Background: an optimization exercise with open tools, aiming at small area, a short achievable clock period and few clock cycles per item. Do not read the settings as production practice.
Only simulation tests tie the RTL to the original design; equivalence was not proved.

==> flow/design.v, too long to show whole: its modules and the start of the top module <==
// module pid_mc_core: 383 lines
// module mul_i: 1157 lines
// module mul_p: 677 lines
// module mul_d: 717 lines
module pid_mc_core #(
   parameter int                        W         = 16,
   parameter int                        FRAC      = 15,
   parameter int                        IACC_W    = 32,
   parameter int                        NCH       = 4,
   parameter logic signed [IACC_W-1:0]  I_ACC_MAX = 32'sh0FFFFFFF,
   parameter logic signed [IACC_W-1:0]  I_ACC_MIN = -32'sh10000000,
   parameter int                        DF_SHIFT  = 2,
   localparam int                       CH_W      = $clog2(NCH)
) (
   input  logic            clk,
   input  logic            rst_n,
   input  logic            in_valid,
   output logic            in_ready,
   input  logic [CH_W-1:0] in_ch,
   input  logic [W-1:0]    v_in,
   input  logic [W-1:0]    v_ref,
   input  logic            cfg_we,
   input  logic [CH_W-1:0] cfg_ch,
   input  logic [1:0]      cfg_sel,
   input  logic [W-1:0]    cfg_data,
   input  logic            ch_clr,
   input  logic [CH_W-1:0] ch_clr_id,
   output logic            out_valid,
   output logic [CH_W-1:0] out_ch,
   output logic [W-1:0]    u_out,
   output logic            u_sat
);
  // ...
==> flow/flow/run.sh <==
#!/bin/bash
# Standard layout, with timing repair aimed below the clock period: repair_timing
# works towards a setup slack of MARGIN ns at the design's period.
set -euo pipefail
MARGIN=${MARGIN:-6.3}
bash standard.sh synth > synth.log 2>&1
bash standard.sh SETUP_SLACK_MARGIN=$MARGIN finish > layout.log 2>&1
==> flow/standard.sh <==
#!/bin/bash
# synth_recipe.tcl (not shown) runs the flow's synth.tcl, then flattens the netlist and writes it again
# the make line also repeats each setting of config.mk as NAME=value (left out here)
make -C /OpenROAD-flow-scripts/flow DESIGN_CONFIG=/design/flow/config.mk WORK_HOME=/design/flow/orfs CLKGATE_MAP_FILE= SYNTH_SCRIPT=/design/flow/synth_recipe.tcl "${@:-finish}"
==> flow/config.mk <==
export PLATFORM = sky130hd
export DESIGN_NAME = pid_mc_core
export DESIGN_NICKNAME = pid_mc_core
export VERILOG_FILES = /design/flow/design.v
export SDC_FILE = /design/flow/constraint.sdc
export NUM_CORES = 4
export LEC_CHECK = 0
export ABC_AREA = 1
export CAP_MARGIN = 20
export CORE_MARGIN = 2
export CORE_UTILIZATION = 40
export SETUP_SLACK_MARGIN = 5
export SLEW_MARGIN = 20
==> flow/constraint.sdc <==
create_clock -name core_clock -period 10.0 [get_ports {clk}]
set_input_delay 2.0000 -clock core_clock [delete_from_list [all_inputs] [get_ports {clk}]]
set_output_delay 2.0000 -clock core_clock [all_outputs]
set_load 0.01 [all_outputs]
==> impl_results.md, run 1 <==
* CP max-delay cell: dfxtp_2
* Synth area leader: dfxtp_1
* Most flops, register: ac_a
* 1st-iter DRT viols at around 4900
* Via-to-Cell Ratio at between 5 and 6
* Fraction of area in multi-input gates at 0.4683
* Critical Path Sink Type: flip-flop
* Worst hold start: s3_e[10]
* Core area at 180500 um^2
* Netlist cell types at 61
* Final min period at 3.669 ns
* Routed met3 length at ~15000 um
* Antenna fix cells at 0
* Largest net degree at the start of global routing at 73
* Post-synth ARST share at 0.03144
* GR Util met2 at 0.3826
* R2R Path End: s5_p[29]
* Placed cell area at approximately 76000 um^2
* R2R Setup Slk at ~6.3 ns
* I/O Pins at about 80
* Pins Over Slew Limit at 0
* Largest regs: ac_a: 116 flops, ep_a: 68 flops
* Cts bufs inserted at between 100 and 150
* CP delay by family, top: simple AND/OR/NAND/NOR gates
* GRT Util Overall at 0.2406
* Num rows at about 160
* Area taken by multi-input logic gates at 38420 um^2
* Post-synth top area share at 0.2444
* Hold slack final at around 0.31 ns
* Register share of the cell area at 0.3671
* Final ANT Viol Nets at 0
* Status: complete, no violations
* DIE AREA at 185000 um^2
* Crit-path max FO at between 40 and 50
Testbench counts, summed over its fixed seeds: cycles 4,943, items 4,800.
==> run 2, diff against run 1 <==
==> flow/flow/run.sh (replaced) <==
#!/bin/bash
# Standard layout, with timing repair aimed below the clock period: repair_timing
# works towards a setup slack of MARGIN ns at the design's period.
set -euo pipefail
MARGIN=${MARGIN:-6.9}
bash standard.sh synth > synth.log 2>&1
bash standard.sh SETUP_SLACK_MARGIN=$MARGIN finish > layout.log 2>&1
==> impl_results.md, run 2 <==
* CTS clk-pin slew, worst paths at ~0.060 ns
* Sink Count at 1304
* Post-synth top area share at 0.2444 (unchanged)
* Post-synth top flop: dfxtp_1
* Required @ worst endpoint at approximately 11 ns
* Non-Filler Instances at between 10000 and 15000
* Status: complete, no violations
* Largest family of logic cells by synthesized area: adder cells
* Fin. Hold Viols at 0
* Port Buffers at 81
* Yosys warning count at 13
* Syn nets at between 8000 and 9000
* Largest regs: ac_a: 116 flops, ep_a: 68 flops
* Most flops, register: ac_a
* First-pass GRT wire length at approximately 350000 um
* Global route total overflow at 0
* Clk Latency, worst-skew pair at between 0.8 and 0.9 ns
* Netlist cell types at 61 (unchanged)
* Root buffer cell: clkbuf_16
* Commonest non-fill, non-tap cells in the layout: nand2_1, dfxtp_1, inv_1, xor2_1, o22ai_1
* Adder-Cell Fraction of Synth Area at 0.1794
* CTS tree: done
* Vias in the first global route at between 50000 and 60000
* Final min period at 3.392 ns (-0.2778 ns)
* Post-synth ARST share at 0.03144 (unchanged)
* EDFF count, synth at around 380
* Synth area leader: dfxtp_1
* Num rows at 156 (unchanged)
* I/O Pins at 82 (unchanged)
* Maxcap violations at 0
* Clk buf depth at 3
* Placed cells at ~10000
* WL/cell at about 22 um
* Die height at 430.2 um
* Cts bufs inserted at 144 (unchanged)
* Compound-gate portion of the synthesized area at 0.1187
* Worst slew margin at 0.2011
* Post-Synth Simple-Gate Area at 0.1313
* Maximum clock frequency at 0.2949 GHz
* Initial antenna violation count at 4
* Worst EP arrival at a little over 4 ns
* Most common cell after layout, fill and taps aside: nand2_1
* Critical Path Sink Type: flip-flop
* Starting Density at 0.4023
* Area grow syn2layout at 19.45%
* Crit-path max FO at 26 (-47%)
* Most common cell in the netlist: nand2_1
* Hpwl dp at 162000 um
* Setup_tns at 0 ns
* Final ANT Viol Nets at 0 (unchanged)
* XOR/XNOR Fraction of Synth Area at 0.08645
* Pins Over Slew Limit at 0 (unchanged)
* Cts hold-fix bufs at 0
* #FFs+latches synth at 1304
* Max reg flops at ~120
* Final core occ at 0.4806
* Clk_skew at ~0.046 ns
* Total number of vias at roughly 58000
* Mapped cell area at between 70000 and 80000 um^2
* DRC viols at 0
* H-tree depth at 4
* Final period util at 0.3392
* Multiplexer share of the synthesized area at 0.004185
* Total Wirelength at ~240000 um
* Worst slew pin tran at roughly 1.2 ns
* Avg Cell Area, Syn at ~9.2 um^2
* Metal2 WL at 106700 um
* Routed met3 length at 17260 um (+12%)
* GRT Util Overall at 0.2488 (+0.008214)
* Startpoint types: flip-flop
* Layout cell share with drive strength beyond 1 at 0.1492
* Worst Hold Class: reg -> reg
* Leading cell types by total area after synthesis: dfxtp_1, edfxtp_1, fa_1
* Layout Nets at slightly below 9000
* Max Used Layer: met4
* Via-to-Cell Ratio at 5.461 (+1.1%)
* Sequential area share after synthesis at 0.4143
* DIE AREA at 185000 um^2 (unchanged)
* Largest net degree at the start of global routing at 83 (+14%)
* RSZ-0062 raised after global routing: true
* Core area at 180500 um^2 (unchanged)
* Setup violators final at 0
* Gpl congestion at around 0.95
* Mapped Cells at around 8000
* Setup CP Type: reg -> reg
* 1st-iter DRT viols at 5282 (+8.8%)
* Die Wd at 430.2 um
* Post-synth top cells: nand2_1, dfxtp_1, inv_1
* Wl on met1 at 99370 um
* Drt pass-1 iters at 7
-- run 2: cell counts after synthesis --
No cell type changed its count.
-- run 2: worst max-delay path, cell delays in order (launching register included) --
cell      delay (ns)
dfxtp_1         0.32
nor2_4          0.14
buf_12          0.16
clkinv_4        0.10
buf_12          0.17
nand2_1         0.08
nand2_1         0.11
ha_1            0.37
a21oi_1         0.28
o21ai_0         0.24
a21oi_1         0.27
nand2_1         0.11
a21oi_1         0.27
o21ai_1         0.19
xor2_1          0.20
nand2_1         0.08
nand2_1         0.04
nand2_1         0.06
nand2_1         0.05
-- run 2: per-layer routing --
layer	up-vias	global-route usage
met4	0	0.1169
met3	538	0.03613
met1	28030	0.3323
li1	26670	-
met2	2510	0.3978
met5	-	0
-- run 2: cells by family after synthesis --
group	Yosys count
XOR/XNOR	717
buffers and inverters	1247
AND/OR/NAND/NOR	2331
adder cells (fa/ha/maj)	794
AO/OA/AOI/OAI	1451
flip-flops	1304
multiplexers	27
-- run 2: repair_timing --
item	CTS	global route
buffers inserted	110	87
cloned	38	2
pin swaps	147	93
gates resized for setup	762	238
endpoints found under the setup margin	453	334
-- run 2: final cells by class --
| type | count | area [um^2] |
|---|---|---|
| diodes | 2 | 5.005 |
| multi-input cells | 5334 | 40850 |
| fillers | 16640 | 93780 |
| flip-flops and latches | 1304 | 30170 |
| repair inverters | 4 | 51.30 |
| clock buffers | 183 | 3986 |
| inverters | 931 | 3690 |
| clock inverters | 77 | 953.4 |
| repair buffers | 370 | 4109 |
| well taps | 2370 | 2965 |
-- run 2: path summary, 6_finish.rpt --
kind | slack [ns] | cells past startpoint | from | to
min in group asynchronous | 1.32 | 1 | rst_n | dirty[2]
worst max register to register | 6.61 | 18 | s4_dist[0] | s5_p[25]
worst min-delay path | 0.32 | 0 | s3_e[7] | s4_e[7]
max in group asynchronous | 8.05 | 1 | rst_n | s2_v
worst min register to register | 0.32 | 0 | s3_e[7] | s4_e[7]
worst max-delay path | 6.61 | 18 | s4_dist[0] | s5_p[25]
-- run 2: metrics by stage --
| step | worst slack, ns | instance area, um^2 | hold slack (ns) |
|---|---|---|---|
| global route | 6.450 | 86770 | 0.3262 |
| CTS | 6.560 | 85030 | 0.3172 |
| floorplan | 6.792 | 72710 | 0.3096 |
| finish | 6.608 | 86770 | 0.3231 |
| detailed placement | 5.006 | 75790 | 0.3121 |
| global placement | 5.116 | 75790 | 0.3101 |
==> run 3, diff against run 2 <==
==> flow/flow/run.sh (replaced) <==
#!/bin/bash
# Standard layout, with timing repair aimed below the clock period: repair_timing
# works towards a setup slack of MARGIN ns at the design's period.
set -euo pipefail
MARGIN=${MARGIN:-6.6}
bash standard.sh synth > synth.log 2>&1
bash standard.sh SETUP_SLACK_MARGIN=$MARGIN finish > layout.log 2>&1
--- a/flow/config.mk
+++ b/flow/config.mk
@@ -5,7 +5,7 @@
 export SDC_FILE = /design/flow/constraint.sdc
 export NUM_CORES = 4
 export LEC_CHECK = 0
-export ABC_AREA = 1
+export ABC_AREA = 0
 export CAP_MARGIN = 20
 export CORE_MARGIN = 2
 export CORE_UTILIZATION = 40
==> impl_results.md, run 3 <==
* Most common cell in the netlist: dfxtp_1
* Pins Over Slew Limit at 0 (unchanged)
* Final period util at 0.4112 (+0.07207)
* Worst hold stages at 0 (unchanged)
* Starting Density at 0.4030 (+0.0006240)
* I/O Pins at 82 (unchanged)
* Netlist cell types at 100 (+64%)
* Post-Synth Simple-Gate Area at 0.05748 (-0.07384)
* FF-to-FF Start: s4_dist[0]
* Largest regs: ac_a: 116 flops, ep_a: 68 flops
* H-tree depth at 4 (unchanged)
* Clk Latency, worst-skew pair at 0.81 ns (about the same)
* CTS clk-pin slew, worst paths at 0.06 ns (about the same)
* Largest net degree at the start of global routing at 52 (-37%)
* Maximum clock frequency at 0.2432 GHz (-18%)
* Fin. Hold Viols at 0 (unchanged)
* Root buffer cell: clkbuf_16
* DRC viols at 0 (unchanged)
* Worst Hold Class: reg -> reg
* Gpl congestion at 0.8790 (-7.2%)
* Die height at 422.9 um (-1.7%)
* Adder-Cell Fraction of Synth Area at 0.1857 (+0.006246)
* Placed cell area at 73480 um^2 (-3.0%)
* Setup violators final at 0 (unchanged)
* Port Buffers at 81 (unchanged)
* Maxcap violations at 0 (unchanged)
* Post-synth top flop: dfxtp_1
* Core area at 174200 um^2 (-3.5%)
* Syn nets at 6965 (-20%)
* Post-route design area at 83570 um^2 (-3.7%)
* Max reg flops at 116 (unchanged)
* Compound-gate portion of the synthesized area at 0.1404 (+0.02176)
* Drt pass-1 iters at 8 (+1)
* R2R cell count at 17 (-1)
* Sequential area share after synthesis at 0.4287 (+0.01442)
* Synth area leader: dfxtp_1
* Most flops, register: ac_a
* CTS tree: done
* Layout Nets at 7074 (-21%)
* Cts bufs inserted at 144 (unchanged)
* WL/cell at 23.32 um (+4.8%)
* Setup_tns at 0 ns (unchanged)
* EDFF count, synth at 376 (unchanged)
* Most common cell after layout, fill and taps aside: dfxtp_1
* Global route total overflow at 0 (unchanged)
* Yosys warning count at 13 (unchanged)
* Largest family of logic cells by synthesized area: adder cells
* Cts hold-fix bufs at 0 (unchanged)
* Via-to-Cell Ratio at 5.570 (+2.0%)
* Area grow syn2layout at 19.05%
* Die Wd at 422.9 um (-1.7%)
* First-pass GRT wire length at 308000 um (-13%)
* Worst Hold End: s3_ki[12]
* #FFs+latches synth at 1304 (unchanged)
* Final min period at 4.112 ns (+0.7207 ns)
* Worst EP arrival at 4.78 ns (+0.70 ns)
* Avg Cell Area, Syn at 11.49 um^2 (+24%)
* Vias in the first global route at 49360 (-14%)
* R2R Path End: s5_p[44]
* Worst hold start: s2_ki[12]
* Layout cell share with drive strength beyond 1 at 0.1980 (+0.04880)
* Final ANT Viol Nets at 0 (unchanged)
* Leading cell types by total area after synthesis: dfxtp_1, edfxtp_1, fa_1
* RSZ-0062 raised after global routing: true
* Initial antenna violation count at 5 (+1)
* Post-synth top area share at 0.2530 (+0.008509)
* Multiplexer share of the synthesized area at 0.05053 (+0.04634)
* Crit-path max FO at 8 (-69%)
* Sink Count at 1304 (unchanged)
* Status: complete, no violations
* Layout fillers at 15570 (-6.4%)
* Total number of vias at 48260 (-16%)
* Mapped Cells at 6110 (-22%)
* GRT Util Overall at 0.2231 (-0.02575)
* Clk buf depth at 3 (unchanged)
* Hold slack final at 0.3202 ns (-0.002964 ns)
* Hpwl dp at 132400 um (-18%)
* Startpoint types: flip-flop
* 1st-iter DRT viols at 4457 (-16%)
* Mapped cell area at 70200 um^2 (-3.4%)
* Post-synth top cells: dfxtp_1, a22oi_1, xnor2_1
* Worst slew pin tran at 1.053 ns (-0.1439 ns)
* Commonest non-fill, non-tap cells in the layout: dfxtp_1, a22oi_1, xnor2_1, fa_1, edfxtp_1
* Required @ worst endpoint at 10.67 ns (-0.02 ns)
* XOR/XNOR Fraction of Synth Area at 0.09283 (+0.006378)
* Worst slew margin at 0.2973 (+0.09613)
* R2R Setup Slk at 5.89 ns (-0.72 ns)
* Setup CP Type: reg -> reg
* Post-synth ARST share at 0.03144 (unchanged)
* Num rows at 153 (-1.9%)
* Clk_skew at 0.04560 ns (-0.0005709 ns)
* Critical Path Sink Type: flip-flop
* Total Wirelength at 202100 um (-14%)
* DIE AREA at 178900 um^2 (-3.3%)
-- run 3: logic make-up (layout without fill, tap and decap cells) --
logic type | after synthesis | after routing
adders and majority gates | 794 | 794
AOI/OAI and AO/OA | 1423 | 1423
buffers and inverters | 807 | 1035
DFF | 1304 | 1304
other | 0 | 2
muxes | 190 | 190
and+or+nand+nor | 848 | 848
xor gates and xnor gates | 744 | 744
-- run 3: routing by layer --
metal,vias to the layer above,global-route usage,share of wire
li1,21760,-,-
met1,24330,0.3073,0.43
met2,1780,0.3577,0.47
met3,403,0.03150,0.062
met4,0,0.08191,0.035
met5,-,0,0
-- run 3: what timing repair did --
action,in CTS,in global routing
buffers inserted,156,50
cloned,21,2
resized for setup,470,203
pin swaps,135,124
endpoints found under the setup margin,310,275
-- run 3: area by class of cell --
| class | count | area [um^2] | share of cell area |
|---|---|---|---|
| multi-input cells | 3999 | 39770 | 0.4759 |
| flip-flops and latches | 1304 | 30160 | 0.3609 |
| repair buffers | 394 | 4239 | 0.05072 |
| clock buffers | 196 | 4118 | 0.04927 |
| well taps | 2325 | 2909 | 0.03481 |
| inverters | 376 | 1430 | 0.01711 |
| clock inverters | 69 | 944.7 | 0.01130 |
| diodes | 2 | 5.005 | 0.00005989 |
-- run 3: worst max path at each step --
stage                from       end  slack (ns)
2_1_floorplan  s4_dist[0]  s5_p[44]        6.27
3_3_place_gp    s5_pd[19]  s5_p[20]        4.74
3_5_place_dp    s5_pd[19]  s5_p[41]        4.67
4_1_cts        s4_dist[1]  s5_p[44]        5.81
5_1_grt        s4_dist[0]  s5_p[44]        5.80
6_report       s4_dist[0]  s5_p[44]        5.89
-- run 3: critical path: stages, from the launching register on --
cell,delay (ns)
dfxtp_2,0.34
or2_4,0.29
buf_8,0.16
buf_16,0.15
nand2_4,0.06
nand2_4,0.06
ha_4,0.22
a21o_1,0.15
a211o_1,0.31
nor4_4,0.43
a221oi_4,0.14
a31o_4,0.27
a22o_4,0.26
a211oi_4,0.26
mux2i_1,0.13
a2111oi_2,0.38
o2111ai_1,0.18
a22o_1,0.19
-- run 3: metrics by stage --
step           worst slack (ns)    util  cells
2_1_floorplan             6.266       -   6110
3_3_place_gp              4.737  0.4218   8169
3_5_place_dp              4.673  0.4218   8169
4_1_cts                   5.807  0.4724   8611
5_1_grt                   5.798  0.4797   8665
6_report                  5.888  0.4797   8665
==> run 4, diff against run 3 <==
--- a/flow/config.mk
+++ b/flow/config.mk
@@ -5,7 +5,7 @@
 export SDC_FILE = /design/flow/constraint.sdc
 export NUM_CORES = 4
 export LEC_CHECK = 0
-export ABC_AREA = 0
+export ABC_AREA = 1
 export CAP_MARGIN = 20
 export CORE_MARGIN = 2
 export CORE_UTILIZATION = 40
==> impl_results.md, run 4 <==
* Status: complete, no violations
* Worst Hold Class: reg -> reg
* I/O Pins at 82 (unchanged)
* Syn nets at 8726 (+25%)
* Worst slew pin tran at 1.075 ns (+0.02266 ns)
* Critical Path Sink Type: flip-flop
* Fin. Hold Viols at 0 (unchanged)
* Final period util at 0.3442 (-0.06706)
* Mapped Cells at 7871 (+29%)
* Die height at 430.2 um (+1.7%)
* 1st-iter DRT viols at 4914 (+10%)
* Total Wirelength at 231700 um (+15%)
* Area taken by multi-input logic gates at 39790 um^2 (about the same)
* FF/Latch Area at 30140 um^2 (about the same)
* Global route total overflow at 0 (unchanged)
* Worst slack, placed at 4.430 ns (-0.2428 ns)
* Setup_tns at 0 ns (unchanged)
* EDFF count, synth at 376 (unchanged)
* Final core occ at 0.4682 (-0.01149)
* DIE AREA at 185000 um^2 (+3.4%)
* Initial antenna violation count at 7 (+2)
* Netlist cell types at 61 (-39%)
* Clk buf depth at 3 (unchanged)
* CTS tree: done
* Num rows at 156 (+2.0%)
* Max reg flops at 116 (unchanged)
* Crit-path max FO at 24 (+16)
* Post-synth top flop: dfxtp_1
* Synth area leader: dfxtp_1
* Clk Latency, worst-skew pair at 0.82 ns (about the same)
* Vias in the first global route at 56430 (+14%)
* Layout fillers at 16960 (+8.9%)
* Post-synth top area share at 0.2444 (-0.008509)
* H-tree depth at 4 (unchanged)
* Area grow syn2layout at 16.38%
* Total number of vias at 56900 (+18%)
* Setup violators final at 0 (unchanged)
* Starting Density at 0.4023 (-0.0006240)
* Leading cell types by total area after synthesis: dfxtp_1, edfxtp_1, fa_1
* Non-Filler Instances at 10470 (+21%)
* Worst EP arrival at 4.15 ns (-0.63 ns)
* Via-to-Cell Ratio at 5.433 (-2.5%)
* Most common cell in the netlist: nand2_1
* Most common cell after layout, fill and taps aside: nand2_1
* Most flops, register: ac_a
* Post-synth ARST share at 0.03144 (unchanged)
* Largest net degree at the start of global routing at 73 (+40%)
* Port Buffers at 81 (unchanged)
* Layout Nets at 8842 (+25%)
* Final ANT Viol Nets at 0 (unchanged)
* RSZ-0062 raised after global routing: true
* Clk_skew at 0.05131 ns (+0.005709 ns)
* #FFs+latches synth at 1304 (unchanged)
* Placed cell area at 75730 um^2 (+3.1%)
* First-pass GRT wire length at 345100 um (+12%)
* Commonest non-fill, non-tap cells in the layout: nand2_1, dfxtp_1, inv_1, xor2_1, o22ai_1
* Layout cell share with drive strength beyond 1 at 0.1141 (-0.08387)
* Largest regs: ac_a: 116 flops, ep_a: 68 flops
* Hpwl dp at 162600 um (+23%)
* Required @ worst endpoint at 10.71 ns (+0.04 ns)
* CTS clk-pin slew, worst paths at 0.06 ns (about the same)
* GRT Util Overall at 0.2424 (+0.01928)
* Sink Count at 1304 (unchanged)
* Gpl congestion at 0.9780 (+11%)
* Maxcap violations at 0 (unchanged)
* Pins Over Slew Limit at 0 (unchanged)
* CP max-delay cell: dfxtp_4
* Avg Cell Area, Syn at 9.229 um^2 (-20%)
* Die Wd at 430.2 um (+1.7%)
* Yosys warning count at 13 (unchanged)
* CP peak stage delay at 0.39 ns (-0.04 ns)
* Antenna fix cells at 0 (-2)
* Fin worst setup slack at 6.558 ns (+0.6706 ns)
* WL/cell at 22.12 um (-5.1%)
* Cts hold-fix bufs at 0 (unchanged)
* Post-synth top cells: nand2_1, dfxtp_1, inv_1
* Core area at 180500 um^2 (+3.6%)
* Post-route design area at 84540 um^2 (+1.2%)
* Critical path's most frequent cell: nand2_1
* Drt pass-1 iters at 7 (-1)
* Root buffer cell: clkbuf_16
* Sequential area share after synthesis at 0.4143 (-0.01442)
* Worst slew margin at 0.2821 (-0.01519)
* Placed cells at 10070 (+23%)
* DRC viols at 0 (unchanged)
* Cts bufs inserted at 144 (unchanged)
* Startpoint types: flip-flop
* Maximum clock frequency at 0.2906 GHz (+19%)
* Setup CP Type: reg -> reg
* Mapped cell area at 72640 um^2 (+3.5%)
* Crit-path cells: nor2_4, buf_12, clkinvlp_4, buf_12, clkbuf_16, o21ai_2, ha_1, buf_4, a21oi_2, o21ai_1, o21bai_1, nor2_1, nand3_1, xnor2_1, nand2_1, nand3_1, nand2_1, nand2_1, nand2_1
* Final min period at 3.442 ns (-0.6706 ns)
* Hold slack final at 0.3121 ns (-0.008110 ns)
## run 4: routing by layer
layer | global-route usage | wire, um | up-vias | share of wire
met2 | 0.3857 | 105200 | 2410 | 0.45
met1 | 0.3276 | 98940 | 27560 | 0.43
met3 | 0.03595 | 16540 | 492 | 0.071
li1 | - | - | 26440 | -
met5 | 0 | 27 | - | 0.00012
met4 | 0.1062 | 11000 | 4 | 0.047
## run 4: worst paths after layout
| check | from | endpoint | slack [ns] | cells after the start |
|---|---|---|---|---|
| min | s3_e[10] | s4_e[10] | 0.31 | 0 |
| max in group asynchronous | rst_n | clq_en | 7.98 | 1 |
| min in group asynchronous | rst_n | dirty[2] | 1.33 | 1 |
| max | s4_dist[1] | s5_p[33] | 6.56 | 19 |
| max reg2reg | s4_dist[1] | s5_p[33] | 6.56 | 19 |
| min reg2reg | s3_e[10] | s4_e[10] | 0.31 | 0 |
## run 4: final cells by class
cell class | count | area share
clock buffers | 188 | 0.04744
clock inverters | 75 | 0.01205
inverters | 931 | 0.04209
multi-input cells | 5330 | 0.4707
flip-flops and latches | 1304 | 0.3565
well taps | 2370 | 0.03508
repair buffers | 276 | 0.03611
## run 4: logic make-up after synthesis
group,share of synthesized area
AOI/OAI and AO/OA,0.1187
xor gates and xnor gates,0.08645
adders and majority gates,0.1794
buffers and inverters,0.06566
DFF,0.4143
muxes,0.004185
and+or+nand+nor,0.1313
## run 4: timing repair
item / 4_1_cts / 5_1_grt
gates resized for setup: 267 / 363
cloned: 14 / 16
buffers inserted: 53 / 54
endpoints found under the setup margin: 418 / 228
pin swaps: 24 / 85
## run 4: critical path, delay by kind of cell (launching register included)
family	cells	cell delay (ns)
AO/OA/AOI/OAI	4	0.81
XOR/XNOR	1	0.19
adder cells (fa/ha/maj)	1	0.31
buffers and inverters	5	0.85
flip-flops	1	0.39
AND/OR/NAND/NOR	8	0.77
==> run 5, diff against run 4 <==
--- a/flow/config.mk
+++ b/flow/config.mk
@@ -8,6 +8,6 @@
 export ABC_AREA = 1
 export CAP_MARGIN = 20
 export CORE_MARGIN = 2
-export CORE_UTILIZATION = 40
+export CORE_UTILIZATION = 55
 export SETUP_SLACK_MARGIN = 5
 export SLEW_MARGIN = 20
==> impl_results.md, run 5 <==
* Status: complete, no violations
* Maximum clock frequency at 0.2840 GHz (-2.3%)
* Layout Nets at 8814 (-0.32%)
* Netlist cell types at 61 (unchanged)
* Post-synth top area share at 0.2444 (unchanged)
* Crit-path max FO at 6 (-75%)
* R2R cell count at 17 (-2)
* Commonest non-fill, non-tap cells in the layout: nand2_1, dfxtp_1, inv_1, xor2_1, o22ai_1
* Starting Density at 0.5533 (+0.1509)
* Critical Path Sink Type: flip-flop
* Die height at 367.4 um (-15%)
* Maxcap violations at 0 (unchanged)
* Sequential area share after synthesis at 0.4143 (unchanged)
* Most common cell in the netlist: nand2_1
* R2R Path End: s2_df[15]
* Layout cell share with drive strength beyond 1 at 0.1108 (-0.003360)
* Final period util at 0.3521 (+0.007931)
* Clk_skew at 0.06589 ns (+0.01458 ns)
* Post-synth ARST share at 0.03144 (unchanged)
* Placed cell area at 74940 um^2 (-1.0%)
* Largest net degree at the start of global routing at 83 (+14%)
* Area grow syn2layout at 14.62%
* Worst EP arrival at 4.18 ns (+0.03 ns)
* Worst slew pin tran at 1.166 ns (+0.09076 ns)
* Drt pass-1 iters at 8 (+1)
* Final min period at 3.521 ns (+0.07931 ns)
* 1st-iter DRT viols at 6987 (+42%)
* Max reg flops at 116 (unchanged)
* Setup CP Type: reg -> reg
* Pins Over Slew Limit at 0 (unchanged)
* Root buffer cell: clkbuf_16
* Via-to-Cell Ratio at 5.963 (+9.8%)
* DIE AREA at 135000 um^2 (-27%)
* Core area at 131300 um^2 (-27%)
* Clk buf depth at 3 (unchanged)
* RSZ-0062 raised after global routing: true
* GRT Util Overall at 0.3533 (+0.1109)
* #FFs+latches synth at 1304 (unchanged)
* WL/cell at 24.78 um (+12%)
* Global route total overflow at 0 (unchanged)
* GR peak layer: met1
* Gpl congestion at 1.019 (+4.1%)
* Cts bufs inserted at 143 (-0.69%)
* Synth area leader: dfxtp_1
* EDFF count, synth at 376 (unchanged)
* Met3 Usage GRT at 0.08266 (+0.04670)
* Num rows at 133 (-15%)
* Port Buffers at 81 (unchanged)
* R2R Setup Slk at 6.48 ns (-0.08 ns)
* CP startpoint: s1_vr[0]
* Setup_tns at 0 ns (unchanged)
* CTS clk-pin slew, worst paths at 0.06 ns (about the same)
* Required @ worst endpoint at 10.66 ns (-0.05 ns)
* Most flops, register: ac_a
* Startpoint types: flip-flop
* Grt met1 use at 0.5147 (+0.1871)
* Die Wd at 367.4 um (-15%)
* CTS tree: done
* First-pass GRT wire length at 358800 um (+4.0%)
* Final ANT Viol Nets at 0 (unchanged)
* Crit path capture: s2_df[15]
* Leading cell types by total area after synthesis: dfxtp_1, edfxtp_1, fa_1
* Vias in the first global route at 56630 (+0.35%)
* Clk Latency, worst-skew pair at 0.81 ns (about the same)
* Mapped cell area at 72640 um^2 (unchanged)
* Total Wirelength at 243800 um (+5.2%)
* Most common cell after layout, fill and taps aside: nand2_1
* Hold slack final at 0.3173 ns (+0.005220 ns)
* Post-synth top cells: nand2_1, dfxtp_1, inv_1
* I/O Pins at 82 (unchanged)
* DRC viols at 0 (unchanged)
* Worst slew margin at 0.2226 (-0.05947)
* Largest regs: ac_a: 116 flops, ep_a: 68 flops
* Setup violators final at 0 (unchanged)
* Total number of vias at 58680 (+3.1%)
* H-tree depth at 4 (unchanged)
* Sink Count at 1304 (unchanged)
* Avg Cell Area, Syn at 9.229 um^2 (unchanged)
* Hpwl dp at 173200 um (+6.5%)
* Worst Hold Class: reg -> reg
* Post-route design area at 83260 um^2 (-1.5%)
* FF-to-FF Start: s1_vr[0]
* Worst hold stages at 0 (unchanged)
* Syn nets at 8726 (unchanged)
* Mapped Cells at 7871 (unchanged)
* Post-synth top flop: dfxtp_1
* Yosys warning count at 13 (unchanged)
* GR Util met2 at 0.5105 (+0.1248)
* Fin. Hold Viols at 0 (unchanged)
* Initial antenna violation count at 13 (+6)
==> run 5: cell types whose count changed in the layout (fill, tap and decap cells not counted), moves of 12 or more <==
cell / delta
ha_1: -12
inv_1: -13
nand2_1: +25
nand2_2: -14
==> run 5: final cells by class <==
type	instances	area, um^2
clock buffers	191	4005
fillers	11050	48030
flip-flops and latches	1304	30140
clock inverters	74	1057
inverters	931	3590
repair buffers	248	2495
well taps	1755	2196
multi-input cells	5331	39760
diodes	7	17.52
==> run 5: per-layer routing <==
| layer | wire length (um) | part of all wire |
|---|---|---|
| met2 | 102100 | 0.42 |
| met3 | 27080 | 0.11 |
| met5 | 60 | 0.00025 |
| met1 | 105000 | 0.43 |
| met4 | 9613 | 0.039 |
==> run 5: how the worst min path moves through the flow <==
stage | startpoint | to
after detailed placement | s2_fwd | s3_fwd
after global routing | s4_e[6] | s5_e[6]
after CTS | s4_e[6] | s5_e[6]
after floorplan | s2_dist[0] | s3_dist[0]
after global placement | s4_e[11] | s5_e[11]
final | s4_e[6] | s5_e[6]
==> run 5: cells by family after synthesis <==
family,count (synthesis),share of synthesized area
and+or+nand+nor,2331,0.1313
AOI/OAI and AO/OA,1451,0.1187
DFF,1304,0.4143
buffers and inverters,1247,0.06566
adders and majority gates,794,0.1794
xor gates and xnor gates,717,0.08645
muxes,27,0.004185
==> run 5: per-stage QoR <==
| step | util | instances | worst slack (ns) |
|---|---|---|---|
| floorplan | - | 7871 | 6.630 |
| global placement | 0.5707 | 9455 | 4.731 |
| detailed placement | 0.5707 | 9455 | 4.647 |
| CTS | 0.6190 | 9777 | 6.505 |
| global route | 0.6340 | 9834 | 6.371 |
| finish | 0.6342 | 9841 | 6.479 |
==> run 5: timing repair <==
action | CTS | global route
resized for setup | 219 | 380
pin swaps | 24 | 83
setup buffers | 44 | 48
setup endpoints to repair | 376 | 267
cloned | 13 | 9
hold buffers | 0 | 0
==> run 5: worst max-delay path, stage by stage, from the launching register on <==
cell and delay [ns]:
dfxtp_2 0.32, inv_2 0.04, ha_4 0.15, fa_2 0.36, inv_2 0.08, a31oi_4 0.10, buf_4 0.15, inv_1 0.04
a21oi_1 0.06, o21bai_2 0.22, nand3_1 0.10, nand2_1 0.10, xor2_1 0.80, ha_1 0.43, inv_1 0.07, o21bai_1 0.08
buf_4 0.14, xor2_1 0.13
==> run 6, diff against run 5 <==
==> flow/flow/run.sh (replaced) <==
#!/bin/bash
# Standard layout, with timing repair aimed below the clock period (repair_timing
# works towards a setup slack of MARGIN ns at the design's period) and a clock tree
# built without dummy balancing loads.
set -euo pipefail
MARGIN=${MARGIN:-6.6}
CTS="-sink_clustering_enable -repair_clock_nets -dont_use_dummy_load"
bash standard.sh synth > synth.log 2>&1
bash standard.sh SETUP_SLACK_MARGIN=$MARGIN "CTS_ARGS=$CTS" finish > layout.log 2>&1
--- a/flow/config.mk
+++ b/flow/config.mk
@@ -8,6 +8,6 @@
 export ABC_AREA = 1
 export CAP_MARGIN = 20
 export CORE_MARGIN = 2
-export CORE_UTILIZATION = 55
+export CORE_UTILIZATION = 40
 export SETUP_SLACK_MARGIN = 5
 export SLEW_MARGIN = 20
==> impl_results.md, run 6 <==
* Status: complete, no violations
* 1st-iter DRT viols at 5154 (-26%)
* Total Wirelength at 230000 um (-5.7%)
* Num rows at 156 (+17%)
* Mapped Cells at 7871 (unchanged)
* R2R Path End: s5_p[29]
* Largest net degree at the start of global routing at 73 (-12%)
* Worst Hold End: s4_e[10]
* #FFs+latches synth at 1304 (unchanged)
* First-pass GRT wire length at 344900 um (-3.9%)
* Post-synth top cells: nand2_1, dfxtp_1, inv_1
* Maxcap violations at 0 (unchanged)
* Core area at 180500 um^2 (+38%)
* Met3 Usage GRT at 0.03439 (-0.04827)
* Clk buf depth at 3 (unchanged)
* Layout Nets at 8834 (+0.23%)
* Total number of vias at 56670 (-3.4%)
* Die Wd at 430.2 um (+17%)
* Sequential area share after synthesis at 0.4143 (unchanged)
* Worst slew pin tran at 1.186 ns (+0.01976 ns)
* Startpoint types: flip-flop
* Vias in the first global route at 56220 (-0.72%)
* Yosys warning count at 13 (unchanged)
* Die height at 430.2 um (+17%)
* Required @ worst endpoint at 10.68 ns (+0.02 ns)
* CTS clk-pin slew, worst paths at 0.06 ns (about the same)
* Worst hold stages at 0 (unchanged)
* Netlist cell types at 61 (unchanged)
* Worst Hold Class: reg -> reg
* Starting Density at 0.4023 (-0.1509)
* DIE AREA at 185000 um^2 (+37%)
* Global route total overflow at 0 (unchanged)
* WL/cell at 22.22 um (-10%)
* Via-to-Cell Ratio at 5.476 (-8.2%)
* Most common cell after layout, fill and taps aside: nand2_1
* Setup_tns at 0 ns (unchanged)
* Root buffer cell: clkbuf_16
* GR peak layer: met2
* Syn nets at 8726 (unchanged)
* Layout cell share with drive strength beyond 1 at 0.1004 (-0.01037)
* Final core occ at 0.4594 (-0.1748)
* Commonest non-fill, non-tap cells in the layout: nand2_1, dfxtp_1, inv_1, xor2_1, o22ai_1
* Worst hold start: s3_e[10]
* Most common cell in the netlist: nand2_1
* Clk_skew at 0.09863 ns (+0.03274 ns)
* Drt pass-1 iters at 6 (-2)
* FF-to-FF Start: s4_dist[0]
* Clk Latency, worst-skew pair at 0.82 ns (about the same)
* Maximum clock frequency at 0.2901 GHz (+2.1%)
* GR Util met2 at 0.3860 (-0.1245)
* Post-synth ARST share at 0.03144 (unchanged)
* Cts hold-fix bufs at 0 (unchanged)
* Final period util at 0.3448 (-0.007343)
* GRT Util Overall at 0.2425 (-0.1107)
* Hpwl dp at 162600 um (-6.1%)
* Post-synth top flop: dfxtp_1
* Area grow syn2layout at 14.17%
* H-tree depth at 4 (unchanged)
* DRC viols at 0 (unchanged)
* R2R cell count at 18 (+1)
* Setup CP Type: reg -> reg
* Largest regs: ac_a: 116 flops, ep_a: 68 flops
* Critical Path Sink Type: flip-flop
* Max reg flops at 116 (unchanged)
* Final ANT Viol Nets at 0 (unchanged)
* Final min period at 3.448 ns (-0.07343 ns)
* Most flops, register: ac_a
* Gpl congestion at 0.9780 (-4.0%)
* EDFF count, synth at 376 (unchanged)
* I/O Pins at 82 (unchanged)
* Crit-path max FO at 49 (+43)
* RSZ-0062 raised after global routing: true
* Cts bufs inserted at 144 (+0.70%)
* Pins Over Slew Limit at 0 (unchanged)
* Fin. Hold Viols at 0 (unchanged)
* Hold slack final at 0.3113 ns (-0.006007 ns)
* Mapped cell area at 72640 um^2 (unchanged)
* CTS tree: done
* Initial antenna violation count at 3 (-10)
* Synth area leader: dfxtp_1
* Leading cell types by total area after synthesis: dfxtp_1, edfxtp_1, fa_1
* R2R Setup Slk at 6.55 ns (+0.07 ns)
* Worst EP arrival at 4.13 ns (-0.05 ns)
* Worst slew margin at 0.2094 (-0.01317)
* Port Buffers at 81 (unchanged)
* Grt met1 use at 0.3298 (-0.1849)
* Avg Cell Area, Syn at 9.229 um^2 (unchanged)
* Post-synth top area share at 0.2444 (unchanged)
* Setup violators final at 0 (unchanged)
* Sink Count at 1304 (unchanged)
==> run 6: final cells by class <==
class | count | area [um^2]
sequential | 1304 | 30130
tap | 2370 | 2965
inverter | 931 | 3561
fill | 17100 | 97610
multi-input combinational | 5333 | 39810
timing repair inverter | 2 | 36.28
timing repair buffer | 263 | 2826
antenna | 1 | 2.502
clock buffer | 144 | 3603
==> run 6: timing repair <==
item / in CTS / in global routing
pin swaps: 30 / 81
buffers inserted: 58 / 42
gates resized for setup: 233 / 356
setup endpoints to repair: 418 / 236
hold endpoints to repair: 0 / 0
gates cloned: 20 / 9
==> run 6: worst max path at each step <==
stage,startpoint,endpoint,slack (ns),cells after the start
2_1_floorplan,s1_vr[0],s2_df[17],6.63,22
3_3_place_gp,s1_ch[1],s2_df[16],4.64,21
3_5_place_dp,s1_ch[1],s2_df[16],4.43,21
4_1_cts,s5_pd[19],s5_p[13],6.54,21
5_1_grt,s5_pd[19],s2_mi[7],6.42,21
6_report,s4_dist[0],s5_p[29],6.55,18
==> run 6: cell families after synthesis <==
group | after synthesis | share of synthesized area
and+or+nand+nor | 2331 | 0.1313
AOI/OAI and AO/OA | 1451 | 0.1187
DFF | 1304 | 0.4143
buffers and inverters | 1247 | 0.06566
adders and majority gates | 794 | 0.1794
xor gates and xnor gates | 717 | 0.08645
muxes | 27 | 0.004185
==> run 6: metal layers <==
layer  vias to the layer above  share of wire
li1                      26330              -
met1                     27470           0.43
met2                      2392           0.45
met3                       477          0.069
met4                         0          0.044
met5                         -              0
==> run 6: critical path, stage by stage (launching register included) <==
cell        delay, ns
dfxtp_2          0.46
nor2_4           0.07
buf_12           0.15
clkinvlp_4       0.10
buf_12           0.24
nand2_2          0.14
nand2_1          0.18
ha_4             0.24
a21oi_2          0.25
o21ai_0          0.17
a21oi_1          0.24
nor2_1           0.06
nor2_1           0.17
o21ai_4          0.11
xor2_1           0.19
nand2_1          0.08
nand3_1          0.15
nand2_1          0.12
a21oi_2          0.18
==> run 6: per-stage QoR <==
stage                     cells  cell area (um^2)  worst slack [ns]
after floorplan            7871             72640             6.630
after global placement    10070             75730             4.639
after detailed placement  10070             75730             4.430
after CTS                 10300             81010             6.537
after global routing      10350             82930             6.417
final                     10350             82940             6.552
==> run 7, diff against run 6 <==
--- a/flow/flow/run.sh
+++ b/flow/flow/run.sh
@@ -4,6 +4,6 @@
 # built without dummy balancing loads.
 set -euo pipefail
 MARGIN=${MARGIN:-6.6}
-CTS="-sink_clustering_enable -repair_clock_nets -dont_use_dummy_load"
+CTS="-sink_clustering_enable -repair_clock_nets -dont_use_dummy_load -sink_clustering_size 30 -sink_clustering_max_diameter 100"
 bash standard.sh synth > synth.log 2>&1
 bash standard.sh SETUP_SLACK_MARGIN=$MARGIN "CTS_ARGS=$CTS" finish > layout.log 2>&1
==> impl_results.md, run 7 <==
* Status: complete, no violations
* Cts bufs inserted at 58 (-60%)
* Setup CP Type: reg -> reg
* CTS tree: done
* Num rows at 156 (unchanged)
* Netlist cell types at 61 (unchanged)
* R2R cell count at 19 (+1)
* Worst EP arrival at 4.06 ns (-0.07 ns)
* Fin. Hold Viols at 0 (unchanged)
* Grt met1 use at 0.3290 (-0.0007689)
* Most common cell in the netlist: nand2_1
* CTS clk-pin slew, worst paths at 0.12 ns (+0.06 ns)
* Hpwl dp at 162600 um (unchanged)
* Initial antenna violation count at 7 (+4)
* Syn nets at 8726 (unchanged)
* Most common cell after layout, fill and taps aside: nand2_1
* Post-synth top flop: dfxtp_1
* Via-to-Cell Ratio at 5.468 (-0.16%)
* GR peak layer: met2
* Largest net degree at the start of global routing at 73 (unchanged)
* Yosys warning count at 13 (unchanged)
* Most flops, register: ac_a
* Area grow syn2layout at 11.34%
* Clk buf depth at 3 (unchanged)
* Maximum clock frequency at 0.2887 GHz (-0.47%)
* Die Wd at 430.2 um (unchanged)
* Post-synth top cells: nand2_1, dfxtp_1, inv_1
* Commonest non-fill, non-tap cells in the layout: nand2_1, dfxtp_1, inv_1, xor2_1, o22ai_1
* Worst Hold Class: reg -> reg
* Largest regs: ac_a: 116 flops, ep_a: 68 flops
* Placed cell area at 75730 um^2 (unchanged)
* Core area at 180500 um^2 (unchanged)
* Clk Latency, worst-skew pair at 0.79 ns (-0.03 ns)
* First-pass GRT wire length at 343000 um (-0.54%)
* 1st-iter DRT viols at 5109 (-0.87%)
* Root buffer cell: clkbuf_16
* Global route total overflow at 0 (unchanged)
* RSZ-0062 raised after global routing: true
* #FFs+latches synth at 1304 (unchanged)
* Sink Count at 1304 (unchanged)
* Worst slew pin tran at 1.159 ns (-0.02717 ns)
* DRC viols at 0 (unchanged)
* Maxcap violations at 0 (unchanged)
* Mapped Cells at 7871 (unchanged)
* WL/cell at 22.40 um (+0.82%)
* Sequential area share after synthesis at 0.4143 (unchanged)
* GR Util met2 at 0.3844 (-0.001613)
* Vias in the first global route at 55630 (-1.1%)
* Worst slew margin at 0.2246 (+0.01519)
* I/O Pins at 82 (unchanged)
* Worst hold stages at 0 (unchanged)
* Total Wirelength at 230000 um (about the same)
* Post-route design area at 80880 um^2 (-2.5%)
* H-tree depth at 2 (-2)
* Setup violators final at 0 (unchanged)
* Final min period at 3.464 ns (+0.01633 ns)
* Leading cell types by total area after synthesis: dfxtp_1, edfxtp_1, fa_1
* Die height at 430.2 um (unchanged)
* Critical Path Sink Type: flip-flop
* Final ANT Viol Nets at 0 (unchanged)
* Required @ worst endpoint at 10.60 ns (-0.08 ns)
* Mapped cell area at 72640 um^2 (unchanged)
* GRT Util Overall at 0.2402 (-0.002312)
* Crit-path max FO at 24 (-51%)
* Post-synth top area share at 0.2444 (unchanged)
* Pins Over Slew Limit at 0 (unchanged)
* DIE AREA at 185000 um^2 (unchanged)
* Setup_tns at 0 ns (unchanged)
* EDFF count, synth at 376 (unchanged)
* Clk_skew at 0.1278 ns (+0.02919 ns)
* Max reg flops at 116 (unchanged)
* Post-synth ARST share at 0.03144 (unchanged)
* Gpl congestion at 0.9780 (unchanged)
* Port Buffers at 81 (unchanged)
* Synth area leader: dfxtp_1
* Starting Density at 0.4023 (unchanged)
* Startpoint types: flip-flop
* Drt pass-1 iters at 7 (+1)
* Final period util at 0.3464 (+0.001633)
* Avg Cell Area, Syn at 9.229 um^2 (unchanged)
* Met3 Usage GRT at 0.03401 (-0.0003821)
* Layout cell share with drive strength beyond 1 at 0.09401 (-0.006406)
* Layout Nets at 8750 (-0.95%)
* Total number of vias at 56120 (-0.97%)
==> run 7: kinds of logic after synthesis <==
group                      after synthesis  share of synthesized area
xor gates and xnor gates               717                    0.08645
and+or+nand+nor                       2331                     0.1313
AOI/OAI and AO/OA                     1451                     0.1187
adders and majority gates              794                     0.1794
buffers and inverters                 1247                    0.06566
muxes                                   27                   0.004185
DFF                                   1304                     0.4143
==> run 7: per-stage QoR <==
stage               cells  setup slack (ns)  hold WS, ns    util
finish              10260             6.536       0.3090  0.4480
global route        10260             6.447       0.3333  0.4480
CTS                 10200             6.423       0.3188  0.4369
detailed placement  10070             4.430       0.3121  0.4194
global placement    10070             4.639       0.3103  0.4194
floorplan            7871             6.630       0.3096       -
==> run 7: timing repair <==
| action | 4_1_cts | 5_1_grt |
|---|---|---|
| pin swaps | 28 | 73 |
| buffers inserted | 55 | 48 |
| cloned | 16 | 13 |
| setup endpoints to repair | 419 | 242 |
| hold buffers | 0 | 0 |
| resized for setup | 262 | 360 |
==> run 7: layout make-up <==
cell class	count	area, um^2
fillers	17330	99670
well taps	2370	2965
flip-flops and latches	1304	30140
diodes	1	2.502
clock buffers	58	1451
multi-input cells	5330	39890
inverters	931	3566
repair buffers	270	2869
==> run 7: routing by layer <==
| layer | vias to the layer above | share of wire |
|---|---|---|
| met2 | 2236 | 0.45 |
| li1 | 26130 | - |
| met4 | 4 | 0.044 |
| met5 | - | 0.00012 |
| met3 | 412 | 0.069 |
| met1 | 27340 | 0.43 |
==> run 7: worst paths after layout <==
kind | from | endpoint | slack [ns]
hold / removal | s3_ki[6] | s4_ki[6] | 0.31
setup / recovery | s4_dist[0] | s5_p[29] | 6.54
hold reg to reg | s3_ki[6] | s4_ki[6] | 0.31
max in group asynchronous | rst_n | s4_v | 8.00
min in group asynchronous | rst_n | dirty[2] | 1.35
setup reg to reg | s4_dist[0] | s5_p[29] | 6.54
==> run 7: critical path, cell delays in order (launching register included) <==
cell and delay (ns):
dfxtp_4 0.38, nor2_4 0.12, buf_12 0.14, clkinvlp_4 0.11, buf_12 0.16, clkbuf_16 0.21, nand2_2 0.14, nand2_2 0.11
ha_4 0.28, a21oi_4 0.20, o21ai_0 0.14, a21oi_1 0.24, nor2_1 0.08, nor2_2 0.13, o21ai_4 0.10, xor2_1 0.20
nand2_1 0.08, nand3_1 0.14, nand2_1 0.12, a21oi_2 0.18
==> run 8, diff against run 7 <==
==> flow/flow/run.sh (replaced) <==
#!/bin/bash
# Standard layout, with timing repair aimed below the clock period (repair_timing
# works towards a setup slack of MARGIN ns at the design's period) and a clock tree
# built without dummy balancing loads.
set -euo pipefail
MARGIN=${MARGIN:-6.6}
CTS="-sink_clustering_enable -repair_clock_nets -dont_use_dummy_load -sink_clustering_size 30 -sink_clustering_max_diameter 60"
bash standard.sh synth > synth.log 2>&1
bash standard.sh SETUP_SLACK_MARGIN=$MARGIN "CTS_ARGS=$CTS" finish > layout.log 2>&1
==> impl_results.md, run 8 <==
* Critical Path Sink Type: flip-flop
* Total Wirelength at 228800 um (-0.50%)
* Clk_skew at 0.1215 ns (-0.006309 ns)
* XOR/XNOR Fraction of Synth Area at 0.08645 (unchanged)
* Die height at 430.2 um (unchanged)
* Cts bufs inserted at 105 (+81%)
* Final period util at 0.3424 (-0.003995)
* Placed cell area at 75730 um^2 (unchanged)
* EDFF count, synth at 376 (unchanged)
* Post-synth top cells: nand2_1, dfxtp_1, inv_1
* Post-Synth Simple-Gate Area at 0.1313 (unchanged)
* Final min period at 3.424 ns (-0.03995 ns)
* Worst Hold Class: reg -> reg
* Maxcap violations at 0 (unchanged)
* GRT Util Overall at 0.2414 (+0.001236)
* Synth area leader: dfxtp_1
* Layout Nets at 8801 (+0.58%)
* Status: complete, no violations
* Startpoint types: flip-flop
* RSZ-0062 raised after global routing: true
* Post-route design area at 81810 um^2 (+1.1%)
* Metal2 WL at 104100 um (-0.45%)
* Core area at 180500 um^2 (unchanged)
* Most flops, register: ac_a
* Clk buf depth at 3 (unchanged)
* Post-synth ARST share at 0.03144 (unchanged)
* I/O Pins at 82 (unchanged)
* First-pass GRT wire length at 344100 um (+0.34%)
* Via-to-Cell Ratio at 5.453 (-0.27%)
* Starting Density at 0.4023 (unchanged)
* Commonest non-fill, non-tap cells in the layout: nand2_1, dfxtp_1, inv_1, xor2_1, o22ai_1
* Most common cell after layout, fill and taps aside: nand2_1
* Antenna fix cells at 0 (-1)
* CTS tree: done
* CP peak stage delay at 0.38 ns (about the same)
* Mapped Cells at 7871 (unchanged)
* Largest regs: ac_a: 116 flops, ep_a: 68 flops
* Worst hold start: s3_ki[6]
* Compound-gate portion of the synthesized area at 0.1187 (unchanged)
* Netlist cell types at 61 (unchanged)
* Sink Count at 1304 (unchanged)
* Layout cell share with drive strength beyond 1 at 0.09466 (+0.0006553)
* Routed met3 length at 15950 um (+0.66%)
* Hpwl dp at 162600 um (unchanged)
* Non-Filler Instances at 10310 (+0.49%)
* FF-to-FF Start: s4_dist[0]
* Sequential area share after synthesis at 0.4143 (unchanged)
* Crit-path cells: nor2_4, buf_12, clkinv_1, buf_12, nand2_1, o21ai_2, ha_1, buf_4, a21oi_2, o21ai_0, o21bai_1, a21oi_1, nand4_1, nand2_1, nand2_1, nand3_1, nand2_1, nand2_1, nand2_1
* Clk Latency, worst-skew pair at 0.77 ns (-0.02 ns)
* Initial antenna violation count at 5 (-2)
* Root buffer cell: clkbuf_16
* 1st-iter DRT viols at 4849 (-5.1%)
* Max Used Layer: met5
* R2R Setup Slk at 6.58 ns (+0.04 ns)
* Mapped cell area at 72640 um^2 (unchanged)
* DIE AREA at 185000 um^2 (unchanged)
* Most common cell in the netlist: nand2_1
* Setup_tns at 0 ns (unchanged)
* Setup violators final at 0 (unchanged)
* Largest family of logic cells by synthesized area: adder cells
* Max reg flops at 116 (unchanged)
* Post-synth top area share at 0.2444 (unchanged)
* Required @ worst endpoint at 10.63 ns (+0.03 ns)
* Crit-path max FO at 49 (+100%)
* Post-synth top flop: dfxtp_1
* Global route total overflow at 0 (unchanged)
* H-tree depth at 3 (+1)
* Multiplexer share of the synthesized area at 0.004185 (unchanged)
* Wl on met1 at 98980 um (-0.42%)
* WL/cell at 22.18 um (-0.99%)
* Pins Over Slew Limit at 0 (unchanged)
* Vias in the first global route at 55950 (+0.57%)
* Area grow syn2layout at 12.62%
* CTS clk-pin slew, worst paths at 0.09 ns (-0.03 ns)
* Worst slew pin tran at 1.188 ns (+0.02967 ns)
* Final ANT Viol Nets at 0 (unchanged)
* Cts hold-fix bufs at 0 (unchanged)
* Fin. Hold Viols at 0 (unchanged)
* Num rows at 156 (unchanged)
* Placed cells at 10070 (unchanged)
* Worst EP arrival at 4.05 ns (about the same)
* Maximum clock frequency at 0.2921 GHz (+1.2%)
* Drt pass-1 iters at 6 (-1)
* Syn nets at 8726 (unchanged)
* Largest net degree at the start of global routing at 73 (unchanged)
* Port Buffers at 81 (unchanged)
* Yosys warning count at 13 (unchanged)
* DRC viols at 0 (unchanged)
* Total number of vias at 56240 (+0.22%)
* Critical path's most frequent cell: nand2_1
* Die Wd at 430.2 um (unchanged)
* Worst slew margin at 0.2048 (-0.01985)
* CP startpoint: s4_dist[0]
* Setup CP Type: reg -> reg
* CP max-delay cell: dfxtp_2
* Gpl congestion at 0.9780 (unchanged)
* #FFs+latches synth at 1304 (unchanged)
* Avg Cell Area, Syn at 9.229 um^2 (unchanged)
* Adder-Cell Fraction of Synth Area at 0.1794 (unchanged)
* Leading cell types by total area after synthesis: dfxtp_1, edfxtp_1, fa_1
[run 8: cell types whose count changed in the layout (fill, tap and decap cells not counted), moves of 5 or more]
| cell | delta |
|---|---|
| nand3_2 | +5 |
| nand2_4 | -8 |
| o21ai_4 | -6 |
| o21ai_1 | -7 |
| nor2_2 | +5 |
| o21ai_0 | +16 |
| buf_6 | +10 |
| clkbuf_16 | +45 |
| a21oi_1 | +7 |
| a21oi_2 | -6 |
| nor2_4 | -8 |
| buf_4 | -6 |
| nand2_1 | +11 |
[run 8: timing repair]
action	CTS	global route
buffers inserted	62	46
setup endpoints to repair	419	235
gates cloned	20	8
resized for setup	259	278
pin swaps	45	65
[run 8: stage by stage]
stage,util,hold WS (ns),worst slack (ns)
2_1_floorplan,-,0.3096,6.630
5_1_grt,0.4531,0.2964,6.409
3_3_place_gp,0.4194,0.3103,4.639
6_report,0.4531,0.2918,6.576
3_5_place_dp,0.4194,0.3121,4.430
4_1_cts,0.4442,0.2870,6.438
[run 8: worst max-delay path: cells and delay by family, from the launching register on]
kind	cells	cell delay (ns)
buffers and inverters	4	0.64
AND/OR/NAND/NOR	9	0.86
AO/OA/AOI/OAI	5	1.00
adder cells (fa/ha/maj)	1	0.37
flip-flops	1	0.38
[run 8: final timing paths]
path,depth (start not counted),to
max,19,s5_p[41]
min reg2reg,0,s4_ki[6]
min in group asynchronous,1,kv[1][1]
max in group asynchronous,1,s1_v
min,0,s4_ki[6]
max reg2reg,19,s5_p[41]
[run 8: cell families (layout without fill, tap and decap cells)]
| kind of cell | Yosys count | after routing |
|---|---|---|
| AND/OR/NAND/NOR | 2331 | 2344 |
| multiplexers | 27 | 27 |
| flip-flops | 1304 | 1304 |
| XOR/XNOR | 717 | 717 |
| adder cells (fa/ha/maj) | 794 | 794 |
| buffers and inverters | 1247 | 1307 |
| AO/OA/AOI/OAI | 1451 | 1451 |
[run 8: area by class of cell]
cell class                 instances  area [um^2]
timing repair buffer             271         2870
multi-input combinational       5333        39670
inverter                         931         3551
tap                             2370         2965
clock buffer                     105         2628
fill                           17240        98740
sequential                      1304        30130
[run 8: metal layers]
metal  track usage  vias to the layer above
met4        0.1003                        2
met3       0.03276                      422
met5             0                        -
met2        0.3851                     2333
met1        0.3298                    27240
li1              -                    26240
==> run 9, diff against run 8 <==
==> flow/flow/run.sh (replaced) <==
#!/bin/bash
# Standard layout, with timing repair aimed below the clock period (repair_timing
# works towards a setup slack of MARGIN ns at the design's period) and a clock tree
# built without dummy balancing loads.
set -euo pipefail
MARGIN=${MARGIN:-6.6}
CTS="-sink_clustering_enable -repair_clock_nets -dont_use_dummy_load -sink_clustering_size 24 -sink_clustering_max_diameter 80"
bash standard.sh synth > synth.log 2>&1
bash standard.sh SETUP_SLACK_MARGIN=$MARGIN "CTS_ARGS=$CTS" finish > layout.log 2>&1
--- a/flow/config.mk
+++ b/flow/config.mk
@@ -8,6 +8,6 @@
 export ABC_AREA = 1
 export CAP_MARGIN = 20
 export CORE_MARGIN = 2
-export CORE_UTILIZATION = 40
+export CORE_UTILIZATION = 55
 export SETUP_SLACK_MARGIN = 5
 export SLEW_MARGIN = 20
==> impl_results.md, run 9 <==
* EDFF count, synth at 376 (unchanged)
* Worst Hold End: s5_e[0]
* Most flops, register: ac_a
* WL/cell at 25.01 um (+13%)
* Worst EP arrival at 4.13 ns (+0.08 ns)
* FF-to-FF Start: s1_vr[0]
* Critical Path Sink Type: flip-flop
* H-tree depth at 3 (unchanged)
* R2R cell count at 17 (-2)
* Setup violators final at 0 (unchanged)
* Core area at 131300 um^2 (-27%)
* Setup_tns at 0 ns (unchanged)
* Maxcap violations at 0 (unchanged)
* Vias in the first global route at 55910 (-0.073%)
* Max reg flops at 116 (unchanged)
* Die Wd at 367.4 um (-15%)
* Clk Latency, worst-skew pair at 0.74 ns (-0.03 ns)
* Avg Cell Area, Syn at 9.229 um^2 (unchanged)
* Worst slew pin tran at 1.147 ns (-0.04139 ns)
* Worst slew margin at 0.2325 (+0.02770)
* Layout cell share with drive strength beyond 1 at 0.09407 (-0.0005926)
* Root buffer cell: clkbuf_16
* Cts hold-fix bufs at 0 (unchanged)
* Leading cell types by total area after synthesis: dfxtp_1, edfxtp_1, fa_1
* Final ANT Viol Nets at 0 (unchanged)
* Post-synth ARST share at 0.03144 (unchanged)
* Final min period at 3.530 ns (+0.1056 ns)
* Mapped cell area at 72640 um^2 (unchanged)
* Via-to-Cell Ratio at 5.991 (+9.9%)
* Post-synth top cells: nand2_1, dfxtp_1, inv_1
* RSZ-0062 raised after global routing: true
* Cts bufs inserted at 77 (-27%)
* Yosys warning count at 13 (unchanged)
* Die height at 367.4 um (-15%)
* Most common cell after layout, fill and taps aside: nand2_1
* Layout Nets at 8766 (-0.40%)
* Sequential area share after synthesis at 0.4143 (unchanged)
* Non-Filler Instances at 9667 (-6.3%)
* Status: complete, no violations
* Drt pass-1 iters at 8 (+2)
* Mapped Cells at 7871 (unchanged)
* Most common cell in the netlist: nand2_1
* Global route total overflow at 0 (unchanged)
* R2R Path End: s2_df[15]
* Clk buf depth at 3 (unchanged)
* Post-synth top flop: dfxtp_1
* Worst Hold Class: reg -> reg
* Netlist cell types at 61 (unchanged)
* CTS tree: done
* GRT Util Overall at 0.3511 (+0.1097)
* Pins Over Slew Limit at 0 (unchanged)
* CP startpoint: s1_vr[0]
* Placed cells at 9455 (-6.1%)
* Final period util at 0.3530 (+0.01056)
* 1st-iter DRT viols at 6725 (+39%)
* Commonest non-fill, non-tap cells in the layout: nand2_1, dfxtp_1, inv_1, xor2_1, o22ai_1
* Hpwl dp at 173200 um (+6.5%)
* I/O Pins at 82 (unchanged)
* Crit-path max FO at 6 (-88%)
* Total Wirelength at 241800 um (+5.7%)
* Fin. Hold Viols at 0 (unchanged)
* Sink Count at 1304 (unchanged)
* DRC viols at 0 (unchanged)
* Startpoint types: flip-flop
* Syn nets at 8726 (unchanged)
* Setup CP Type: reg -> reg
* Final core occ at 0.6123 (+0.1592)
* First-pass GRT wire length at 356800 um (+3.7%)
* DIE AREA at 135000 um^2 (-27%)
* Worst hold start: s4_e[0]
* Maximum clock frequency at 0.2833 GHz (-3.0%)
* Starting Density at 0.5533 (+0.1509)
* Worst hold stages at 0 (unchanged)
* CTS clk-pin slew, worst paths at 0.08 ns (about the same)
* Num rows at 133 (-15%)
* Synth area leader: dfxtp_1
* R2R Setup Slk at 6.47 ns (-0.11 ns)
* Gpl congestion at 1.019 (+4.1%)
* Area grow syn2layout at 10.67%
* Total number of vias at 57920 (+3.0%)
* Largest net degree at the start of global routing at 83 (+14%)
* #FFs+latches synth at 1304 (unchanged)
* Largest regs: ac_a: 116 flops, ep_a: 68 flops
* Post-synth top area share at 0.2444 (unchanged)
* Initial antenna violation count at 10 (+5)
* Clk_skew at 0.09986 ns (-0.02165 ns)
* Required @ worst endpoint at 10.60 ns (-0.03 ns)
* Port Buffers at 81 (unchanged)
## run 9: cell types whose count changed in the layout (fill, tap and decap cells not counted), moves of 11 or more
cell,delta
clkbuf_16,-28
nor2_2,-14
nand2_4,+12
inv_1,-11
nand2_1,-11
nor2_1,+11
## run 9: per-layer routing
layer	GRT usage	share of wire
met3	0.08677	0.11
met1	0.5077	0.43
met2	0.5050	0.41
met4	0.1367	0.047
met5	0	0.00032
## run 9: how the worst max path moves through the flow
| stage | to | cells past startpoint |
|---|---|---|
| floorplan | s2_df[17] | 22 |
| detailed placement | s5_p[8] | 20 |
| global placement | s5_p[8] | 20 |
| global route | s5_p[30] | 23 |
| CTS | s2_df[17] | 21 |
| finish | s2_df[15] | 17 |
## run 9: stage by stage
stage	cell area [um^2]	hold slack, ns	setup WS [ns]
floorplan	72640	0.3096	6.630
global placement	74940	0.3102	4.731
detailed placement	74940	0.3121	4.647
CTS	78450	0.2758	6.533
global route	80390	0.2798	6.388
finish	80400	0.2787	6.470
## run 9: timing repair
action | CTS | global route
pin swaps | 34 | 85
gates cloned | 16 | 9
endpoints found under the setup margin | 383 | 257
setup buffers | 60 | 47
gates resized for setup | 236 | 361
## run 9: worst max-delay path, stage by stage (launching register included)
cell	delay, ns
dfxtp_2	0.33
inv_2	0.04
ha_4	0.15
fa_2	0.37
inv_2	0.08
a31oi_4	0.10
buf_4	0.15
inv_1	0.04
a21oi_1	0.06
o21bai_2	0.22
nand3_1	0.10
nand2_1	0.10
xor2_1	0.83
ha_1	0.43
inv_1	0.07
o21bai_1	0.08
buf_4	0.14
xor2_1	0.13
## run 9: final cells by class
class                      count  area [um^2]
antenna                        3        7.507
multi-input combinational   5330        39700
inverter                     931         3587
timing repair inverter         2        23.77
sequential                  1304        30140
timing repair buffer         265         2814
tap                         1755         2196
clock buffer                  77         1927
fill                       11340        50900
## run 9: kinds of logic after synthesis
| group | after synthesis | synth area share |
|---|---|---|
| muxes | 27 | 0.004185 |
| DFF | 1304 | 0.4143 |
| adders and majority gates | 794 | 0.1794 |
| buffers and inverters | 1247 | 0.06566 |
| xor gates and xnor gates | 717 | 0.08645 |
| AOI/OAI and AO/OA | 1451 | 0.1187 |
| and+or+nand+nor | 2331 | 0.1313 |

==> static timing again, ports no longer ideal <==
Ports are ideal in the flow. The routed layouts listed here were re-timed in OpenROAD.
Step 1, drivers: a clkbuf_16 drives clk and a buf_2 each remaining input, both assumed.
Step 2 moves the port delays by t, midway between the first and last clock arrival at a register: inputs arrive t later, outputs are due t later. That takes back most of the time a late clock gives input paths.
Three values: ideal, step 1, step 2; two values: the first two.
run	t (ns)	slack for setup (ns)	hold slack, ns	worst setup path after step 2	pins driven straight from the clock port
run 1	0.893	6.331 / 6.286 / 6.289	0.312 / 0.312 / 0.312	input to register	1
run 2	0.887	6.608 / 6.537 / 6.313	0.323 / 0.323 / 0.323	input to register	1
run 3	0.877	5.888 / 5.888 / 5.888	0.320 / 0.320 / 0.320	register to register	1
run 4	0.888	6.558 / 6.558 / 6.279	0.312 / 0.312 / 0.312	input to register	1
run 5	0.852	6.479 / 6.479 / 6.365	0.317 / 0.317 / 0.317	input to register	1
run 6	0.856	6.552 / 6.552 / 6.309	0.311 / 0.311 / 0.311	input to register	1
run 7	0.809	6.536 / 6.536 / 6.276	0.309 / 0.309 / 0.309	input to register	1
run 8	0.803	6.576 / 6.571 / 6.252	0.292 / 0.292 / 0.292	input to register	1
run 9	0.773	6.470 / 6.470 / 6.418	0.279 / 0.279 / 0.279	input to register	1
After both steps every run listed still meets setup and hold. For run 8, which loses most, drivers alone change the setup slack by -0.005 ns; drivers and shift together by -0.324 ns.
